Source: an optimization exercise on an open RTL-to-GDS flow (aim: small area, a short achievable clock period and few clock cycles per item). Production flows keep margins and buffers that such runs may drop. Where RTL was checked, it was by simulation tests only, not by an equivalence proof against the original.

==> flow/design.v (excerpt) <==
module mmu_top (
    input  wire                        clk,
    input  wire                        rst_n,
    input  wire                        start,
    input  wire [8-1:0]      k_len,
    input  wire                        in_valid,
    input  wire [4*8-1:0] a_vec,
    input  wire [4*8-1:0] b_vec,
    input  wire                        rd_en,
    input  wire [2-1:0]       rd_row,
    output wire                        busy,
    output wire                        done,
    output wire                        rd_valid,
    output wire [4*24-1:0]  rd_data
);
    wire                               step, last, skip;
    wire [4*8-1:0]      a_q, b_q;
    wire                               last_q;
    wire [4*4*23-1:0] sums;
    mmu_sequencer seq_i (
        .clk      (clk),
        .rst_n    (rst_n),
        .start    (start),
        .k_len    (k_len),
        .in_valid (in_valid),
        .step     (step),
        .last     (last),
        .skip     (skip),
        .busy     (busy)
    );
    localparam int SV = 1 + 1;     
    logic [SV+1:0] last_sr;
    always_ff @(posedge clk or negedge rst_n) begin
        if (!rst_n)
            last_sr <= '0;
        else
            last_sr <= (last_sr << 1) | (SV+2)'(last_q);
    end
    wire save = last_sr[SV];
    assign done = last_sr[SV+1];
    logic [1:0] clr_sr;
    always_ff @(posedge clk or negedge rst_n) begin
        if (!rst_n)
            clr_sr <= '0;
        else
            clr_sr <= (clr_sr << 1) | (1+1)'(skip);
    end
    wire clr = clr_sr[1];
    operand_skew in_i (
        .clk     (clk),
        .rst_n   (rst_n),
        .step    (step),
        .last    (last),
        .a_vec   (a_vec),
        .b_vec   (b_vec),
        .a_q     (a_q),
        .b_q     (b_q),
  ...
Settings: LEC_CHECK=0, CAP_MARGIN=20, CORE_MARGIN=2, CORE_UTILIZATION=45, CTS_CLUSTER_DIAMETER=80, CTS_CLUSTER_SIZE=20, PLACE_DENSITY=0.6, SETUP_SLACK_MARGIN=3.5, SLEW_MARGIN=20, TNS_END_PERCENT=10; clock period 6.5 ns.
run.sh (not shown) runs the stock make flow with config.mk's settings and CLKGATE_MAP_FILE= SYNTH_SCRIPT=/design/flow/synth_recipe.tcl, a recipe that flattens the netlist after the stock synthesis.
Then changed:
CAP_MARGIN = 5   (was 20)
SLEW_MARGIN = 5   (was 20)
The new run finished clean. Core utilization stays the same. Wire length is about the same. Synthesized area does not change. Die area does not change. Register-to-register slack barely changes.
Then changed:
ABC_CLOCK_PERIOD_IN_PS = 1500   (was unset)
CAP_MARGIN = 20   (was 5)
SLEW_MARGIN = 20   (was 5)
TNS_END_PERCENT = unset   (was 10)
Result: The new run produced a clean layout; worst hold slack hardly moves; worst setup slack gets better by 0.015 ns.
No run of this note included a check of the RTL's function; only the layout flow was run.

---

Another version of the RTL of mmu_top (not shown whole).
Size: about 6800 cells after synthesis, ~1400 flip-flops.
==> flow/design.v (excerpt) <==
module mmu_top (
    input  wire                        clk,
    input  wire                        rst_n,
    input  wire                        start,
    input  wire [8-1:0]      k_len,
    input  wire                        in_valid,
    input  wire [4*8-1:0] a_vec,
    input  wire [4*8-1:0] b_vec,
    input  wire                        rd_en,
    input  wire [2-1:0]       rd_row,
    output wire                        busy,
    output wire                        done,
    output wire                        rd_valid,
    output wire [4*24-1:0]  rd_data
);
Settings: LEC_CHECK=0, CAP_MARGIN=20, CORE_MARGIN=2, CORE_UTILIZATION=55, CTS_CLUSTER_DIAMETER=80, CTS_CLUSTER_SIZE=20, PLACE_DENSITY=0.7, SETUP_SLACK_MARGIN=3.65, SLEW_MARGIN=20, TNS_END_PERCENT=10; clock period 6.5 ns.
Testbench counts at the start, summed over its fixed seeds: cycles 5,195, jobs 320.
Change:
Settings changed: SETUP_SLACK_MARGIN 3.65 to 3.9, TNS_END_PERCENT 10 to not set.
Result: The new run completed without violations. Cell count goes up by about 1.3%. Hold slack gains 3.3 ps. Core utilization goes up by 2.1 points. Fmax goes up by about 8%. Flip-flop and latch count stays the same. Worst setup slack gains 230 ps. Synthesized cell count does not change. Final area goes up by 3.5%.

---

## JK
mmu_top again, from the RTL that the note above started with.
make LEC_CHECK=0 CAP_MARGIN=20 CORE_MARGIN=2 CORE_UTILIZATION=62 CTS_CLUSTER_DIAMETER=80 CTS_CLUSTER_SIZE=20 PLACE_DENSITY=0.75 SETUP_SLACK_MARGIN=3.9 SLEW_MARGIN=20 finish   # period 6.5 ns
Both conditions hold for JK: the flow ran to the end and the final layout passed the timing, design-rule and antenna checks.
Testbench counts of JK, summed over its fixed seeds: cycles 5,195, jobs 320.
Input-level comparison between MS and JK:
Settings: CORE_UTILIZATION: 62 -> 45; PLACE_DENSITY: 0.75 -> 0.6; ABC_CLOCK_PERIOD_IN_PS: unset -> 1500.
Results
In the flow results for JK and MS, the die area is larger on MS.
Final cell area excluding filler cells was higher in MS than in JK.
Half-perimeter wire length of the detailed placement result up about 9% in MS wrt JK

==> afterwards: timing with drivers on the ports <==
In the flow no input, the clock included, has a driving cell. The finished layouts below were timed again as built, in two steps.
Step 1 (the two cells are an assumption about what drives the block):
set clk [get_ports {clk}]
set_driving_cell -lib_cell sky130_fd_sc_hd__clkbuf_16 $clk
set_driving_cell -lib_cell sky130_fd_sc_hd__buf_2 [delete_from_list [all_inputs] $clk]
Step 2 times the ports against the registers' clock, not the clock port: input delays grow and output delays shrink by t, the midpoint of the rising clock arrivals with the driver on.
Slacks: ideal ports / drivers / drivers and shift; pairs: ideal ports / drivers.
| run | t (ns) | setup slack, ns | pins driven straight from the clock port |
|---|---|---|---|
| the first run of note 1 | 0.805 | 3.476 / 3.399 / 3.202 | 1 |
| the second run of note 1 | 0.806 | 3.476 / 3.399 / 3.202 | 1 |
| the third run of note 1 | 0.813 | 3.491 / 3.482 / 3.197 | 1 |
| the first run of note 2 | 0.778 | 3.476 / 3.396 / 2.978 | 1 |
| the second run of note 2 | 0.790 | 3.709 / 3.709 / 3.302 | 1 |
| JK | 0.760 | 3.702 / 3.702 / 3.269 | 1 |
| MS | 0.792 | 3.700 / 3.700 / 3.302 | 1 |
After both steps every run listed still meets setup and hold. For the first run of note 2, which loses most, drivers alone change the setup slack by -0.080 ns; drivers and shift together by -0.498 ns.
